Context: an optimization exercise on an open-source flow, tuned for small area. The choices shown serve that exercise and are no tape-out recipe.
Where RTL was checked, it was by simulation tests only, not by an equivalence proof against the original.
No functional check of the RTL was part of run 3.
Power and IR drop assume default switching activity. The clock port is modelled as an ideal driver; clocking choices that lean on that would not hold on a real chip.

<file path="design.v">
`default_nettype none
module dcache_top (
  input  logic        CLK,
  input  logic        nRST,
  input  logic        cpu_ren,
  input  logic        cpu_wen,
  input  logic        cpu_halt,
  input  logic [31:0] cpu_addr,
  input  logic [31:0] cpu_store,
  output logic        cpu_hit,
  output logic [31:0] cpu_load,
  output logic        cpu_flushed,
  output logic        mem_ren,
  output logic        mem_wen,
  output logic [31:0] mem_addr,
  output logic [31:0] mem_store,
  input  logic        dwait,
  input  logic [31:0] dload
);
  localparam logic [3:0] IDLE    = 4'b0000;
  localparam logic [3:0] WB0     = 4'b0100;
  localparam logic [3:0] WB1     = 4'b0101;
  localparam logic [3:0] FILL0   = 4'b0010;
  localparam logic [3:0] FILL1   = 4'b0011;
  localparam logic [3:0] FCHK    = 4'b1000;
  localparam logic [3:0] FW0     = 4'b1100;
  localparam logic [3:0] FW1     = 4'b1101;
  localparam logic [3:0] FLUSHED = 4'b1001;
  logic [3:0]  state_q, state_d;
  logic [3:0]  cnt_q, cnt_d;    
  logic        st_flush, st_wen, st_ren, st_second, st_idle;
  assign st_flush  = state_q[3];
  assign st_wen    = state_q[2];
  assign st_ren    = state_q[1];
  assign st_second = state_q[0];
  assign st_idle   = (state_q == IDLE);
  logic [25:0] req_tag;
  logic [2:0]  req_index;
  logic        req_word;
  logic        req;
  assign req_tag   = cpu_addr[31:6];
  assign req_index = cpu_addr[5:3];
  assign req_word  = cpu_addr[2];
  assign req       = cpu_ren | cpu_wen;
  logic [15:0]       valid_q;    
  logic [15:0]       dirty_q;
  logic [15:0][25:0] tag_q;      
  logic [7:0]        lru_q;      
  logic [31:0][31:0] data_q;     
  logic              phase_q;    
  logic              pend_q;     
  logic [3:0]        pend_line_q;
  logic [31:0]       pend_data_q;
  logic [2:0]  idx;
  assign idx = st_flush ? cnt_q[3:1] : req_index;
  function automatic logic sel8(input logic [7:0] x, input logic [7:0] oh);
    sel8 = ((x[0] & oh[0]) | (x[1] & oh[1]) | (x[2] & oh[2])) |
           ((x[3] & oh[3]) | (x[4] & oh[4]) | (x[5] & oh[5])) |
           ((x[6] & oh[6]) | (x[7] & oh[7]));
  endfunction
  logic [7:0]  set_oh;
  logic [7:0]  slot_oh;    
  logic        v0, v1, d0, d1, lru;
  logic [25:0] t0, t1;
  always_comb
  begin
    for (int i = 0; i < 8; i++)
      set_oh[i] = (idx == 3'(i));
    v0  = sel8(valid_q[7:0], set_oh);
    v1  = sel8(valid_q[15:8], set_oh);
    d0  = sel8(dirty_q[7:0], set_oh);
    d1  = sel8(dirty_q[15:8], set_oh);
    lru = sel8(lru_q, set_oh);
    for (int i = 0; i < 8; i++)
      slot_oh[i] = set_oh[{i[2:1], i[0] ^ phase_q}];
    for (int b = 0; b < 26; b++)
    begin
      t0[b] = sel8({tag_q[7][b], tag_q[6][b], tag_q[5][b], tag_q[4][b],
                    tag_q[3][b], tag_q[2][b], tag_q[1][b], tag_q[0][b]}, slot_oh);
      t1[b] = sel8({tag_q[15][b], tag_q[14][b], tag_q[13][b], tag_q[12][b],
                    tag_q[11][b], tag_q[10][b], tag_q[9][b], tag_q[8][b]}, slot_oh);
    end
  end
  logic m0, m1, hit;
  assign m0  = v0 && (t0 == req_tag);
  assign m1  = v1 && (t1 == req_tag);
  assign hit = m0 | m1;
  logic way;
  assign way = st_idle ? m1 : cnt_q[0];
  logic victim_way, need_wb;
  assign victim_way = !v0 ? 1'b0 : !v1 ? 1'b1 : lru;
  assign need_wb    = v0 && v1 && (lru ? d1 : d0);
  logic        rd_word;
  logic [31:0] rd_data;
  assign rd_word = st_wen ? st_second : req_word;
  logic [15:0]          word_oh;
  logic [1:0][5:0][31:0] grp;
  logic [1:0][31:0]     way_data;
  always_comb
  begin
    for (int i = 0; i < 16; i++)
      word_oh[i] = set_oh[i[3:1]] & ((rd_word ^ phase_q) == i[0]);
    for (int w = 0; w < 2; w++)
    begin
      for (int k = 0; k < 6; k++)
      begin
        grp[w][k] = '0;
        for (int j = 0; j < 3; j++)
          if (3 * k + j < 16)
            grp[w][k] = grp[w][k] | (data_q[16 * w + 3 * k + j] & {32{word_oh[3 * k + j]}});
      end
      way_data[w] = (grp[w][0] | grp[w][1]) | (grp[w][2] | grp[w][3]) | (grp[w][4] | grp[w][5]);
    end
  end
  logic fwd;
  assign fwd     = pend_q && pend_line_q == {way, idx} && rd_word == !phase_q;
  assign rd_data = fwd ? pend_data_q : way ? way_data[1] : way_data[0];
  logic [25:0] sel_tag;
  assign sel_tag = cnt_q[0] ? t1 : t0;
  assign cpu_load    = rd_data;
  assign mem_store   = rd_data;
  assign mem_ren     = st_ren;
  assign mem_wen     = st_wen;
  assign cpu_flushed = (state_q == FLUSHED);
  assign mem_addr    = {st_wen ? sel_tag : req_tag, idx,
                        st_wen ? st_second : (req_word ^ st_second), 2'b00};
  logic hit_now;
  assign hit_now = st_idle && req && hit;
  assign cpu_hit = hit_now || (st_ren && st_second && !dwait);
  logic        we;
  logic        wr_word;
  logic [31:0] wr_data;
  assign we      = st_ren || (hit_now && cpu_wen);
  assign wr_word = req_word ^ st_second;
  assign wr_data = (cpu_wen && !st_second) ? cpu_store : dload;
  logic [15:0] line_sel;
  for (genvar l = 0; l < 16; l++)
  begin : g_sel
    assign line_sel[l] = ({way, idx} == 4'(l));
  end
  for (genvar l = 0; l < 16; l++)
  begin : g_line
    always_ff @(posedge CLK, negedge nRST)
    begin
      if (!nRST)
        valid_q[l] <= 1'b0;
      else if (line_sel[l] && we)
        valid_q[l] <= 1'b1;
      else if (line_sel[l] && st_flush)
        valid_q[l] <= 1'b0;
    end
    always_ff @(posedge CLK)
    begin
      if (line_sel[l] && we)
        dirty_q[l] <= cpu_wen;
    end
    logic direct, pending;
    assign direct  = line_sel[l] && we && wr_word != phase_q;
    assign pending = pend_q && pend_line_q == 4'(l);
    always_ff @(posedge CLK)
    begin
      data_q[{l, 1'b1}] <= data_q[{l, 1'b0}];
      if (direct)
        data_q[{l, 1'b0}] <= wr_data;
      else if (pending)
        data_q[{l, 1'b0}] <= pend_data_q;
      else
        data_q[{l, 1'b0}] <= data_q[{l, 1'b1}];
    end
  end
  always_ff @(posedge CLK, negedge nRST)
  begin
    if (!nRST)
    begin
      phase_q <= 1'b0;
      pend_q  <= 1'b0;
    end
    else
    begin
      phase_q <= !phase_q;
      pend_q  <= we && wr_word == phase_q;
    end
  end
  always_ff @(posedge CLK)
  begin
    pend_line_q <= {way, idx};
    pend_data_q <= wr_data;
  end
  for (genvar q = 0; q < 8; q++)
  begin : g_tag
    logic fill_tag;
    assign fill_tag = st_ren && {way, idx[2:1]} == 3'(q) && idx[0] != phase_q;
    always_ff @(posedge CLK)
    begin
      tag_q[{q[2:0], 1'b1}] <= tag_q[{q[2:0], 1'b0}];
      tag_q[{q[2:0], 1'b0}] <= fill_tag ? req_tag : tag_q[{q[2:0], 1'b1}];
    end
  end
  for (genvar s = 0; s < 8; s++)
  begin : g_lru
    always_ff @(posedge CLK)
    begin
      if (idx == 3'(s) && (hit_now || st_ren))
        lru_q[s] <= !way;
    end
  end
  always_ff @(posedge CLK, negedge nRST)
  begin
    if (!nRST)
      state_q <= IDLE;
    else
      state_q <= state_d;
  end
  always_ff @(posedge CLK)
  begin
    cnt_q <= cnt_d;
  end
  logic line_done;
  assign line_done = (state_q == FCHK && !(cnt_q[0] ? v1 && d1 : v0 && d0))
                  || (state_q == FW1 && !dwait);
  always_comb
  begin
    state_d = state_q;
    cnt_d   = cnt_q;
    case (state_q)
      IDLE:
      begin
        cnt_d = {3'b000, req && victim_way};
        if (req)
        begin
          if (!hit)
            state_d = need_wb ? WB0 : FILL0;
        end
        else if (cpu_halt)
          state_d = FCHK;
      end
      WB0:     if (!dwait) state_d = WB1;
      WB1:     if (!dwait) state_d = FILL0;
      FILL0:   if (!dwait) state_d = FILL1;
      FILL1:   if (!dwait) state_d = IDLE;
      FCHK:    if (!line_done) state_d = FW0;
      FW0:     if (!dwait) state_d = FW1;
      FW1:     ;  
      FLUSHED: state_d = FLUSHED;
      default: state_d = IDLE;
    endcase
    if (line_done)
    begin
      cnt_d   = cnt_q + 4'd1;
      state_d = (cnt_q == 4'd15) ? FLUSHED : FCHK;
    end
  end
endmodule
`default_nettype wire
</file>
<file path="flow/run.sh">
#!/bin/bash
# Own layout flow: the standard ORFS flow (standard.sh) with two changes to
# synthesis, which otherwise runs synth_recipe.tcl unchanged:
#  - yosys synth also gets -noabc (no generic ABC pass before mapping), so the
#    RTL's and-or structure reaches the final mapping;
#  - the final ABC mapping uses flow/abc_amap.script (area-oriented).
# Extra make variables (port buffer cell, CTS options) come from flow/extra.mk.
# Every tool's output goes to a log of its own in this folder.
set -euo pipefail
W=$PWD
{
  cat <<'TCL'
# map combinational logic with flow/abc_amap.script instead of ORFS's script
proc abc {args} {
  set i [lsearch -exact $args -script]
  if {$i >= 0} { lset args [expr {$i + 1}] $::env(FLOW_ABC_SCRIPT) }
  yosys abc {*}$args
}
TCL
  sed 's/yosys synth -nofsm -noshare /yosys synth -nofsm -noshare -noabc /' synth_recipe.tcl
} > own_synth.tcl
grep -q -- '-nofsm -noshare -noabc' own_synth.tcl
export FLOW_ABC_SCRIPT=$W/flow/abc_amap.script
EXTRA=(SYNTH_SCRIPT=$W/own_synth.tcl)
if [[ -f flow/extra.mk ]]; then
  while read -r line; do [[ -n "$line" ]] && EXTRA+=("$line"); done < flow/extra.mk
fi
bash standard.sh "${EXTRA[@]}" synth > synth.log 2>&1
bash standard.sh "${EXTRA[@]}" finish > layout.log 2>&1
</file>
<file path="flow/abc_amap.script">
strash
dch
amap
</file>
<file path="flow/extra.mk">
BUFFER_PORTS_ARGS=-buffer_cell sky130_fd_sc_hd__buf_1
CTS_ARGS=-sink_clustering_enable -repair_clock_nets -dont_use_dummy_load -buf_list sky130_fd_sc_hd__clkbuf_16 -sink_clustering_size 30 -sink_clustering_max_diameter 80
</file>
<file path="standard.sh">
#!/bin/bash
# synth_recipe.tcl (not shown) runs the flow's synth.tcl, then flattens the netlist and writes it again
# the make line also repeats each setting of config.mk as NAME=value (left out here)
make -C /OpenROAD-flow-scripts/flow DESIGN_CONFIG=/design/flow/config.mk WORK_HOME=/design/flow/orfs CLKGATE_MAP_FILE= SYNTH_SCRIPT=/design/flow/synth_recipe.tcl "${@:-finish}"
</file>
<file path="config.mk">
export PLATFORM = sky130hd
export DESIGN_NAME = dcache_top
export DESIGN_NICKNAME = dcache_top
export VERILOG_FILES = /design/flow/design.v
export SDC_FILE = /design/flow/constraint.sdc
export NUM_CORES = 4
export LEC_CHECK = 0
export ABC_AREA = 1
export CAP_MARGIN = 5
export CORE_MARGIN = 2
export CORE_UTILIZATION = 70
export PLACE_DENSITY = 0.8
export SLEW_MARGIN = 5
</file>
<file path="constraint.sdc">
create_clock -name core_clock -period 12.0 [get_ports {CLK}]
set_input_delay 2.4000 -clock core_clock [delete_from_list [all_inputs] [get_ports {CLK}]]
set_output_delay 2.4000 -clock core_clock [all_outputs]
set_load 0.01 [all_outputs]
</file>
==> out/results.tsv, run 1 <==
stage	metric	value	unit
status	status	failed layout checks	
status	so.violations	max-capacitance violations, max-slew violations	
worst_setup_path	max_stage_delay	0.72	ns
worst_setup_path	crit_cells	19	
finish	stdcell_count	5922	
clock_network	cts.sinks	1526	
finish	finalNetCount	5087	
finish	area_growth_syn_to_layout	9.93	%
worst_setup_path	r2r_cells	23	
sta	worst_pin_slew	1.51	ns
detailed_routing	drc	0	
global_routing	grt-ovfl-total	0	
power	power_density	315	nW/µm²
detailed_routing	wl	187	mm
synth	yosys.cell_types.count	41	
placement	placedCellCount	5864	
worst_setup_path	cp.required	9.60	ns
sta	slew_viol_final	33	
worst_setup_path	worst-path-max-fanout	64	
worst_setup_path	critPathKind	in2out	
global_routing	grt_pass1_wl	275	mm
detailed_routing	wl_per_cell	31.7	µm
sta	layout_worst_path_cycle_share	92.3	%
clock_network	clk_path_buf_depth	3	
sta	skew	0.0668	ns
global_routing	grt_pass1_vias	44800	
floorplanning	die_h	270	µm
clock_network	cts_buffers	57	
synth	synth_area_per_cell	10.8	µm²
floorplanning	start_util	70.9	%
floorplanning	dieArea	73100	µm²
global_routing	grt_use_total	49.1	%
power	ir_drop	265	µV
sta	fmax	0.0903	GHz
detailed_routing	ant_nets	0	
synth	yosys.area.top_type_share	59.5	%
synth	synth_seq_cells	1526	
placement	hpwlAfterDp	97.0	mm
floorplanning	fp-row-count	97	
clock_network	ctsResizeCount	0	
worst_setup_path	path_buf_inv	5	
sta	fin_crit	11.08	ns
clock_network	holdBufCountCts	0	
synth	synth_cells	4598	
detailed_routing	route.vias.total	46800	
finish	fill_cells	4831	
worst_setup_path	critPathTopFamily	compound AO/OA/AOI/OAI gates	
clock_network	cts_tree	done	
clock_network	cts_setup_buffers	0	
worst_setup_path	slowest_stage	nand3_2	
job	cap_violations	1	
synth	synth_edf_count	28	
synth	yosys_warnings	1	
global_routing	grt_start_max_net_pins	65	
worst_setup_path	cp.arrival	8.68	ns
synth	synth_seq_area_share	62.3	%
placement	io_buffer_count	197	
detailed_routing	dr.pass1.iters	13	
sta	finalSetupTns	0	ns
detailed_routing	vias_per_cell	7.90	
finish	drive_above_1_share	6.12	%
synth	async_flop_share	1.44	%
detailed_routing	dr.first_iter.drc_count	8347	
clock_network	clk_pin_slew_worst_paths	0.11	ns
sta	finalSetupViolCount	0	
worst_setup_path	startpoint_type	input pin	
placement	routabilityCongestion	0.889	
power	p_leak	19.7	nW
floorplanning	ios	202	
sta	maxSlewHeadroom	-0.637	%
worst_setup_path	crit_path_frequent_cell	buf_1	
floorplanning	core-area	70100	µm²
floorplanning	die_width	270	µm
worst_setup_path	worstSetupEndpointType	primary output	
hold_path	worstHoldPathType	reg2reg	
clock_network	root_buffer	clkbuf_16	
hold_path	whs_path_depth	0	
synth	synth_flop_cell	dfxtp_1	
sta	rsz0062_at_grt	false	
synth	synth_area_leaders	dfxtp_1 (59%), o22ai_1 (17%), a222oi_1 (5.7%), clkinv_1 (3.3%), edfxtp_1 (1.7%)	
worst_setup_path	crit_chain	buf_1 -> o22ai_2 -> clkinv_2 -> nand3_2 -> nor2_1 -> a2111oi_0 -> o21ai_0 -> a211oi_1 -> o2111ai_1 -> or4_1 -> nor3_1 -> a22oi_2 -> clkinv_4 -> o22ai_1 -> a221oi_1 -> nand4_1 -> buf_12 -> a21oi_1 -> buf_1	
sta	holdWs	0.333	ns
synth	yosysTopAreaCell	dfxtp_1	
clock_network	htreeDepth	2	
sta	finalHoldViolCount	0	
clock_network	worstSkewPairLatency	0.70	ns
synth	syn_area	49700	µm²
global_routing	antenna_found_initial	2	
placed cells by master (no fill, tap or decap), drive strengths merged, types with 20 or more instances in the layout:
master and n:
dfrtp 22, a221o 38, o22ai 1334, o32ai 33, nor3 60, dfxtp 1476, a222oi 281, nand4 62
a21oi 73, o221ai 49, a22o 28, nand2 191, nor2 171, clkbuf 57, buf 359, a2111oi 52
a22oi 20, clkinv 427, o21ai 91, edfxtp 28
cells in the mapped netlist (all sizes together), types with 49 or more instances:
library cell     n
a2111oi         52
a21oi           73
a222oi         281
clkinv         436
dfxtp         1476
nand2          191
nand4           62
nor2           171
nor3            60
o21ai           91
o221ai          49
o22ai         1334
final timing paths:
check | start | end | slack, ns
max | cpu_addr[4] | mem_store[30] | 0.92
min | data_q[862]$_DFF_P_ | data_q[894]$_DFF_P_ | 0.33
max reg2reg | state_q[3]$_DFFE_PN0P_ | data_q[706]$_DFF_P_ | 2.80
min reg2reg | data_q[862]$_DFF_P_ | data_q[894]$_DFF_P_ | 0.33
max in group asynchronous | nRST | valid_q[2]$_DFFE_PN0P_ | 9.99
min in group asynchronous | nRST | state_q[1]$_DFFE_PN0P_ | 1.71
per-layer routing:
layer  share of wire (%)  global-route usage (%)
met2                  42                    72.0
met4                 8.6                    35.4
met5               0.063                   0.658
met3                  16                    16.1
met1                  34                    60.9
area by class of cell:
type | instances | area [µm²] | area share, %
multi-input cells | 2603 | 17400 | 31.9
well taps | 940 | 1180 | 2.15
diodes | 1 | 2.50 | 0.00458
clock buffers | 57 | 1430 | 2.61
inverters | 436 | 1650 | 3.01
repair buffers | 359 | 2040 | 3.74
flip-flops and latches | 1526 | 30900 | 56.6
worst reg2reg max path: cells and delay by family, from the launching register on:
family / cells / cell delay [ns]
flops: 1 / 0.45
compound gates: 7 / 2.59
buf+inv: 8 / 3.58
simple gates: 8 / 2.50
state kept, by name, indices dropped and copies added (netlist names):
name,flops
pend_q,1
pend_data_q,32
dirty_q,16
state_q,4
valid_q,16
tag_q,416
pend_line_q,4
phase_q,1
data_q,1024
lru_q,8
cnt_q,4
per-stage QoR:
step	worst slack [ns]	area, µm²	power [mW]	util, %
2_1_floorplan	0.0652	49800	12.5	-
3_3_place_gp	1.40	53200	14.4	75.8
3_5_place_dp	1.32	53200	14.6	75.8
4_1_cts	1.30	54600	16.9	77.9
5_1_grt	0.698	54600	17.9	77.9
6_report	0.922	54600	17.2	77.9
where the power goes:
group / internal [mW] / switching (mW) / total, mW
Sequential: 7.26 / 1.17 / 8.44
Clock: 0.856 / 1.50 / 2.36
Combinational: 2.44 / 3.99 / 6.42
Total: 10.6 / 6.66 / 17.2
logic make-up (layout without fill, tap and decap cells):
group / count (synthesis) / count (layout) / synth area share, %
buf+inv: 470 / 852 / 3.81
other cells: 1 / 3 / 0.00755
simple gates: 548 / 548 / 4.97
fa+ha+maj: 2 / 2 / 0.0503
compound gates: 2051 / 2051 / 28.9
flops: 1526 / 1526 / 62.3
==> run 2, diff against run 1 <==
--- a/config.mk
+++ b/config.mk
@@ -8,6 +8,6 @@
 export ABC_AREA = 1
 export CAP_MARGIN = 5
 export CORE_MARGIN = 2
-export CORE_UTILIZATION = 70
-export PLACE_DENSITY = 0.8
+export CORE_UTILIZATION = 65
+export PLACE_DENSITY = 0.75
 export SLEW_MARGIN = 5
==> out/results.tsv, run 2 <==
stage	metric	value	unit	change
status	status	complete, no violations		was failed layout checks
sta	finalSetupViolCount	0		unchanged
sta	maxSlewHeadroom	7.31	%	was -0.637%
power	power_density	314	nW/µm²	was 315 nW/µm²
global_routing	grt-ovfl-total	0		unchanged
floorplanning	ios	202		unchanged
global_routing	antenna_found_initial	6		was 2
detailed_routing	route.vias.total	45800		was 46800
sta	slew_viol_final	0		was 33
global_routing	grt_start_max_net_pins	65		unchanged
clock_network	clk_pin_slew_worst_paths	0.10	ns	was 0.11 ns
placement	hpwlAfterDp	100	mm	was 97.0 mm
sta	layout_worst_path_cycle_share	92.4	%	was 92.3%
detailed_routing	drc	0		unchanged
worst_setup_path	max_stage_delay	0.71	ns	was 0.72 ns
hold_path	worstHoldPathType	reg2reg		unchanged
clock_network	clk_path_buf_depth	3		unchanged
finish	finalNetCount	5100		was 5087
sta	rsz0062_at_grt	false		unchanged
floorplanning	die_h	281	µm	was 270 µm
worst_setup_path	cp.arrival	8.69	ns	was 8.68 ns
floorplanning	core-area	75800	µm²	was 70100 µm²
clock_network	cts.sinks	1526		unchanged
detailed_routing	wl	185	mm	was 187 mm
clock_network	holdBufCountCts	0		unchanged
worst_setup_path	worst-path-max-fanout	64		unchanged
detailed_routing	vias_per_cell	7.66		was 7.90
detailed_routing	wl_per_cell	30.9	µm	was 31.7 µm
sta	holdWs	0.327	ns	was 0.333 ns
synth	synth_seq_area_share	62.3	%	unchanged
clock_network	cts_tree	done		unchanged
worst_setup_path	worstSetupEndpointType	primary output		unchanged
power	p_leak	19.8	nW	was 19.7 nW
sta	fin_crit	11.09	ns	was 11.08 ns
detailed_routing	dr.pass1.iters	10		was 13
global_routing	grt_pass1_wl	271	mm	was 275 mm
placement	io_buffer_count	197		unchanged
worst_setup_path	cp.required	9.60	ns	about the same
global_routing	grt_use_total	45.3	%	was 49.1%
worst_setup_path	critPathTopFamily	compound AO/OA/AOI/OAI gates		unchanged
clock_network	cts_setup_buffers	0		unchanged
clock_network	htreeDepth	2		unchanged
synth	async_flop_share	1.44	%	unchanged
finish	final_common_cell	dfxtp_1		unchanged
clock_network	ctsResizeCount	0		unchanged
floorplanning	fp-row-count	101		was 97
worst_setup_path	crit_chain	buf_1 -> o22ai_1 -> buf_4 -> clkinv_2 -> o22ai_4 -> or3_4 -> o22ai_1 -> a2111oi_0 -> o21ai_0 -> a211oi_1 -> o2111ai_1 -> or4_1 -> nor3_1 -> a22oi_2 -> buf_4 -> o22ai_1 -> a221oi_1 -> nand4_1 -> buf_12 -> nor2_1 -> a21oi_1 -> buf_1		was buf_1 -> o22ai_2 -> clkinv_2 -> nand3_2 -> nor2_1 -> a2111oi_0 -> o21ai_0 -> a211oi_1 -> o2111ai_1 -> or4_1 -> nor3_1 -> a22oi_2 -> clkinv_4 -> o22ai_1 -> a221oi_1 -> nand4_1 -> buf_12 -> a21oi_1 -> buf_1
synth	synth_flop_cell	dfxtp_1		unchanged
job	cap_violations	0		was 1
worst_setup_path	path_buf_inv	6		was 5
finish	fill_cells	5653		was 4831
clock_network	cts_buffers	58		was 57
finish	area_growth_syn_to_layout	10.3	%	was 9.93%
sta	fmax	0.0902	GHz	was 0.0903 GHz
detailed_routing	dr.first_iter.drc_count	8007		was 8347
power	ir_drop	216	µV	was 265 µV
finish	drive_above_1_share	6.43	%	was 6.12%
synth	synth_edf_count	28		unchanged
finish	layout_common_cells	dfxtp_1 (1476), o22ai_1 (1331), clkinv_1 (418)		was dfxtp_1 (1476), o22ai_1 (1330), clkinv_1 (422)
synth	yosysMostFrequentCell	dfxtp_1		unchanged
synth	synth_area_leaders	dfxtp_1 (59%), o22ai_1 (17%), a222oi_1 (5.7%), clkinv_1 (3.3%), edfxtp_1 (1.7%)		unchanged
sta	finalHoldViolCount	0		unchanged
placement	routabilityCongestion	0.886		was 0.889
finish	top_register	data_q		unchanged
clock_network	worstSkewPairLatency	0.70	ns	about the same
floorplanning	dieArea	78700	µm²	was 73100 µm²
synth	yosys.cell_types.count	41		unchanged
clock_network	root_buffer	clkbuf_16		unchanged
finish	largest_register_ffs	1024		unchanged
synth	synth_seq_cells	1526		unchanged
worst_setup_path	crit_path_frequent_cell	o22ai_1		was buf_1
sta	skew	0.0654	ns	was 0.0668 ns
worst_setup_path	slowest_stage	or4_1		was nand3_2
synth	synth_area_per_cell	10.8	µm²	unchanged
synth	yosys_warnings	1		unchanged
worst_setup_path	startpoint_type	input pin		unchanged
worst_setup_path	critPathKind	in2out		unchanged
synth	yosysTopAreaCell	dfxtp_1		unchanged
detailed_routing	ant_nets	0		unchanged
sta	worst_pin_slew	1.39	ns	was 1.51 ns
synth	synthTopCellsByCount	dfxtp_1 (1476), o22ai_1 (1334), clkinv_1 (436), a222oi_1 (281), nand2_1 (191)		unchanged
synth	syn_area	49700	µm²	unchanged
floorplanning	start_util	65.5	%	was 70.9%
synth	yosys.area.top_type_share	59.5	%	unchanged
sta	finalSetupTns	0	ns	unchanged
global_routing	grt_pass1_vias	43300		was 44800
synth	synth_cells	4598		unchanged
floorplanning	die_width	281	µm	was 270 µm
run 2: cell types whose count changed in the layout (fill, tap and decap cells not counted), sizes merged:
cell	delta
buf	+12
clkbuf	+1
clkinv	-5
inv	+5
diode	+3
run 2: layer usage:
layer	share of wire (%)	GRT usage [%]
met1	35	57.3
met2	43	69.1
met3	14	12.0
met4	7.2	28.3
met5	0.014	0
run 2: stage by stage:
stage	utilization (%)	power, mW	cells	setup slack [ns]	cell area [µm²]
after detailed placement	70.3	14.7	5914	1.19	53300
after global routing	72.3	18.0	5973	0.596	54800
final	72.3	17.2	5976	0.910	54800
after floorplan	-	12.5	4599	0.0652	49800
after global placement	70.3	14.5	5914	1.22	53300
after CTS	72.3	16.9	5972	1.11	54800
run 2: path summary, 6_finish.rpt:
check,end,startpoint,cells after the start,slack [ns]
max,mem_store[17],cpu_addr[3],22,0.91
min,tag_q[149]$_DFF_P_,tag_q[123]$_DFF_P_,0,0.33
max reg2reg,data_q[653]$_DFF_P_,state_q[3]$_DFFE_PN0P_,25,2.61
min reg2reg,tag_q[149]$_DFF_P_,tag_q[123]$_DFF_P_,0,0.33
max in group asynchronous,valid_q[1]$_DFFE_PN0P_,nRST,2,10.04
min in group asynchronous,valid_q[14]$_DFFE_PN0P_,nRST,2,1.70
run 2: cell type report:
| class | instances | area, µm² | area share, % |
|---|---|---|---|
| multi-input combinational | 2603 | 17400 | 31.7 |
| inverter | 436 | 1650 | 3.00 |
| antenna | 4 | 10.0 | 0.0183 |
| timing repair buffer | 371 | 2130 | 3.89 |
| clock buffer | 58 | 1450 | 2.65 |
| tap | 978 | 1220 | 2.23 |
| sequential | 1526 | 30900 | 56.5 |
run 2: logic make-up after synthesis:
| group | synth area share [%] |
|---|---|
| AO/OA/AOI/OAI | 28.9 |
| adder cells (fa/ha/maj) | 0.0503 |
| buffers and inverters | 3.81 |
| flip-flops | 62.3 |
| other | 0.00755 |
| AND/OR/NAND/NOR | 4.97 |
run 2: worst reg2reg max path: stages, from the launching register on:
cell	delay, ns
dfrtp_1	0.48
clkinv_1	0.69
o22ai_1	0.34
buf_4	0.23
clkinv_2	0.16
o22ai_4	0.50
or3_4	0.59
buf_4	0.36
o22ai_1	0.10
a2111oi_0	0.77
o21ai_0	0.18
a211oi_1	0.22
o2111ai_1	0.21
or4_1	0.56
nor4_1	0.24
nor2_1	0.12
nor2_1	0.31
a21oi_1	0.12
buf_4	0.24
nor3_1	0.31
clkinv_1	0.20
nor2_4	0.11
buf_4	0.52
clkinv_1	1.00
buf_4	0.58
o22ai_1	0.21
run 2: where the power goes:
group	switching (mW)	leakage, nW	internal, mW
Combinational	3.97	6.00	2.47
Sequential	1.15	13.1	7.26
Clock	1.50	0.715	0.869
==> run 3, diff against run 2 <==
--- a/design.v
+++ b/design.v
@@ -193,7 +193,7 @@
     always_ff @(posedge CLK)
     begin
       tag_q[{q[2:0], 1'b1}] <= tag_q[{q[2:0], 1'b0}];
-      tag_q[{q[2:0], 1'b0}] <= fill_tag ? req_tag : tag_q[{q[2:0], 1'b1}];
+      tag_q[{q[2:0], 1'b0}] <= (req_tag & {26{fill_tag}}) | (tag_q[{q[2:0], 1'b1}] & {26{!fill_tag}});
     end
   end
   for (genvar s = 0; s < 8; s++)
==> out/results.tsv, run 3 <==
stage	metric	value	unit	change
floorplanning	core-area	75700	µm²	was 75800 µm²
worst_setup_path	critPathKind	in2out		unchanged
sta	rsz0062_at_grt	false		unchanged
synth	synth_flop_cell	dfxtp_1		unchanged
worst_setup_path	startpoint_type	input pin		unchanged
floorplanning	ios	202		unchanged
sta	maxSlewHeadroom	12.5	%	was 7.31%
finish	largest_register_ffs	1024		unchanged
job	cap_violations	0		unchanged
floorplanning	die_h	280	µm	was 281 µm
finish	regArea	30900	µm²	unchanged
global_routing	grt_use_total	45.2	%	was 45.3%
floorplanning	fp-row-count	101		unchanged
power	power_density	310	nW/µm²	was 314 nW/µm²
power	p_clk_share	13.9	%	was 13.8%
power	switching_share	38.3	%	was 38.5%
synth	synth_area_per_cell	10.8	µm²	about the same
finish	area_growth_syn_to_layout	10.5	%	was 10.3%
global_routing	grt_pass1_wl	269	mm	was 271 mm
power	p_leak	19.8	nW	about the same
placement	placedCellCount	5900		was 5914
synth	synth_seq_area_share	62.4	%	was 62.3%
power	seq_power_share	49.3	%	was 48.9%
hold_path	worstHoldPathType	reg2reg		unchanged
worst_setup_path	slowest_stage	a2111oi_0		was or4_1
clock_network	cts_setup_buffers	0		unchanged
placement	hpwlAfterDp	102	mm	was 100 mm
floorplanning	start_util	65.5	%	about the same
finish	utilization	72.4	%	was 72.3%
detailed_routing	ant_nets	0		unchanged
synth	yosys.cell_types.count	40		was 41
sta	fmax	0.0888	GHz	was 0.0902 GHz
clock_network	root_buffer	clkbuf_16		unchanged
finish	fill_cells	5659		was 5653
clock_network	worstSkewPairLatency	0.70	ns	about the same
worst_setup_path	worst-path-max-fanout	64		unchanged
status	status	complete, no violations		unchanged
finish	layout_common_cells	dfxtp_1 (1476), o22ai_1 (1307), clkinv_1 (384)		was dfxtp_1 (1476), o22ai_1 (1331), clkinv_1 (418)
sta	worst_pin_slew	1.31	ns	was 1.39 ns
finish	final_common_cell	dfxtp_1		unchanged
synth	synth_seq_cells	1526		unchanged
sta	finalSetupTns	0	ns	unchanged
detailed_routing	wl_per_cell	31.0	µm	was 30.9 µm
synth	async_flop_share	1.44	%	unchanged
clock_network	cts_buffers	57		was 58
synth	yosys_warnings	1		unchanged
sta	fin_crit	11.26	ns	was 11.09 ns
detailed_routing	dr.first_iter.drc_count	8354		was 8007
sta	slew_viol_final	0		unchanged
synth	synth_area_leaders	dfxtp_1 (60%), o22ai_1 (17%), a222oi_1 (5.7%), clkinv_1 (3.0%), edfxtp_1 (1.7%)		was dfxtp_1 (59%), o22ai_1 (17%), a222oi_1 (5.7%), clkinv_1 (3.3%), edfxtp_1 (1.7%)
detailed_routing	vias_per_cell	7.65		was 7.66
power	ir_drop	202	µV	was 216 µV
finish	design_area	54800	µm²	about the same
worst_setup_path	max_stage_delay	0.93	ns	was 0.71 ns
placement	dpl-instance-area	53400	µm²	was 53300 µm²
sta	skew	0.0641	ns	was 0.0654 ns
clock_network	clk_path_buf_depth	3		unchanged
worst_setup_path	cp.arrival	8.86	ns	was 8.69 ns
finish	top_register	data_q		unchanged
sta	layout_worst_path_cycle_share	93.8	%	was 92.4%
sta	finalHoldViolCount	0		unchanged
detailed_routing	drc	0		unchanged
worst_setup_path	cp.required	9.60	ns	about the same
finish	multi_input_area	17500	µm²	was 17400 µm²
clock_network	clk_pin_slew_worst_paths	0.11	ns	was 0.10 ns
synth	yosysMostFrequentCell	dfxtp_1		unchanged
worst_setup_path	crit_path_frequent_cell	o22ai_4		was o22ai_1
global_routing	antenna_found_initial	4		was 6
synth	syn_area	49600	µm²	was 49700 µm²
synth	synth_cells	4578		was 4598
global_routing	grt_pass1_vias	42500		was 43300
finish	stdcell_count	5961		was 5976
detailed_routing	dr.pass1.iters	13		was 10
synth	yosys.area.top_type_share	59.6	%	was 59.5%
synth	synthTopCellsByCount	dfxtp_1 (1476), o22ai_1 (1311), clkinv_1 (398), a222oi_1 (284), nand2_1 (211)		was dfxtp_1 (1476), o22ai_1 (1334), clkinv_1 (436), a222oi_1 (281), nand2_1 (191)
detailed_routing	wl	185	mm	about the same
clock_network	htreeDepth	2		unchanged
clock_network	ctsResizeCount	0		unchanged
synth	synth_edf_count	28		unchanged
clock_network	cts_tree	done		unchanged
finish	finalNetCount	5085		was 5100
global_routing	grt-ovfl-total	0		unchanged
worst_setup_path	critPathTopFamily	compound AO/OA/AOI/OAI gates		unchanged
synth	yosysTopAreaCell	dfxtp_1		unchanged
power	internal_power	10.5	mW	was 10.6 mW
sta	finalSetupViolCount	0		unchanged
power	p_comb_share	36.8	%	was 37.4%
global_routing	grt_start_max_net_pins	65		unchanged
worst_setup_path	worstSetupEndpointType	primary output		unchanged
clock_network	holdBufCountCts	0		unchanged
floorplanning	dieArea	78500	µm²	was 78700 µm²
clock_network	cts.sinks	1526		unchanged
placement	routabilityCongestion	0.893		was 0.886
floorplanning	die_width	280	µm	was 281 µm
power	netSwitchingPower	6.52	mW	was 6.62 mW
finish	drive_above_1_share	6.53	%	was 6.43%
worst_setup_path	crit_chain	buf_1 -> o22ai_4 -> clkinv_4 -> o22ai_4 -> clkinv_4 -> nand3_2 -> buf_4 -> o22ai_1 -> a2111oi_0 -> nor2_1 -> a2111o_1 -> or4_1 -> or3_4 -> o22ai_4 -> buf_4 -> a221oi_2 -> nand4_1 -> buf_12 -> nor2_1 -> a21oi_1 -> buf_1		was buf_1 -> o22ai_1 -> buf_4 -> clkinv_2 -> o22ai_4 -> or3_4 -> o22ai_1 -> a2111oi_0 -> o21ai_0 -> a211oi_1 -> o2111ai_1 -> or4_1 -> nor3_1 -> a22oi_2 -> buf_4 -> o22ai_1 -> a221oi_1 -> nand4_1 -> buf_12 -> nor2_1 -> a21oi_1 -> buf_1
worst_setup_path	path_buf_inv	7		was 6
detailed_routing	route.vias.total	45600		was 45800
placement	io_buffer_count	197		unchanged
run 3: kinds of logic after synthesis:
kind of cell,count (synthesis),synth area share [%]
AOI/OAI and AO/OA,2079,29.1
xor gates and xnor gates,1,0.0177
adders and majority gates,2,0.0504
buffers and inverters,432,3.53
DFF,1526,62.4
other,1,0.00756
and+or+nand+nor,537,4.90
run 3: power by group through the flow:
stage	Combinational (mW)	Clock (mW)	Sequential, mW
6_report	6.26	2.36	8.39
5_1_grt	6.66	2.52	8.58
4_1_cts	6.07	2.35	8.33
3_5_place_dp	6.04	0	8.43
3_3_place_gp	5.94	0	8.35
2_1_floorplan	4.25	0	8.13
run 3: final timing paths:
path                                      endpoint                    from  slack [ns]  depth (start not counted)
setup / recovery                       cpu_load[9]             cpu_addr[3]        0.74                         21
max in group asynchronous   state_q[0]$_DFFE_PN0P_                    nRST       10.03                          2
setup reg to reg               data_q[838]$_DFF_P_  state_q[3]$_DFFE_PN0P_        2.25                         25
hold / removal                 data_q[499]$_DFF_P_     data_q[467]$_DFF_P_        0.32                          0
min in group asynchronous  valid_q[14]$_DFFE_PN0P_                    nRST        1.70                          2
hold reg to reg                data_q[499]$_DFF_P_     data_q[467]$_DFF_P_        0.32                          0
run 3: through the flow:
stage                     power (mW)  setup slack, ns  hold WS (ns)
after detailed placement        14.5            0.875         0.334
after global routing            17.8            0.466         0.324
after global placement          14.3            0.926         0.327
after floorplan                 12.4           -0.480         0.324
after CTS                       16.7            0.855         0.320
final                           17.0            0.740         0.317
run 3: worst reg2reg max path: stages, from the launching register on:
cell       delay (ns)
dfrtp_1          0.52
clkinv_1         0.74
o22ai_4          0.58
clkinv_4         0.17
o22ai_4          0.41
clkinv_4         0.18
nand3_2          0.23
buf_4            0.23
buf_4            0.22
o22ai_1          0.09
a2111oi_0        0.93
a21oi_1          0.16
a2111oi_0        0.66
nand4b_1         0.37
or4_1            0.58
o21a_1           0.29
nor2_1           0.24
a21oi_1          0.10
buf_4            0.24
nor3_1           0.25
clkinv_1         0.23
nor2_4           0.12
buf_4            0.51
clkinv_1         0.87
buf_4            0.56
o22ai_1          0.21
run 3: per-layer routing:
metal  vias to the layer above  global-route usage, %  part of all wire (%)
met1                     21600                   57.7                    36
li1                      19300                      -                     -
met5                         -                  0.188                 0.031
met4                         6                   26.7                   7.2
met2                      3751                   68.2                    43
met3                       869                   13.3                    14
run 3: area by class of cell:
class / instances / area share (%)
flip-flops and latches: 1526 / 56.5
multi-input cells: 2621 / 31.9
repair buffers: 377 / 3.97
inverters: 398 / 2.77
clock buffers: 57 / 2.60
well taps: 978 / 2.23
diodes: 4 / 0.0183

re-timing with driven ports:
The flow's constraints put no driver on any port. The routed layouts listed below were extracted and timed again, unchanged, in two steps.
Step 1, drivers: a clkbuf_16 drives CLK and a buf_2 each remaining input, both assumed.
Step 2, shift: input delay + t, output delay - t, t = (earliest + latest rising clock arrival at the registers) / 2. This alone moves slack from input paths to output paths.
Slacks: no drivers / after step 1 / after step 2; pairs: no drivers / after step 1.
run | t, ns | setup slack, ns | worst setup path at the end | slew at the worst register clock pin (ns)
run 1 | 0.736 | 0.922 / 0.900 / 0.900 | input to output | 0.12 / 0.12
run 2 | 0.741 | 0.910 / 0.888 / 0.888 | input to output | 0.11 / 0.11
run 3 | 0.744 | 0.740 / 0.712 / 0.712 | input to output | 0.12 / 0.12
The setup slack of run 3, which loses most, moves by -0.028 ns with the drivers and by -0.028 ns with both steps.
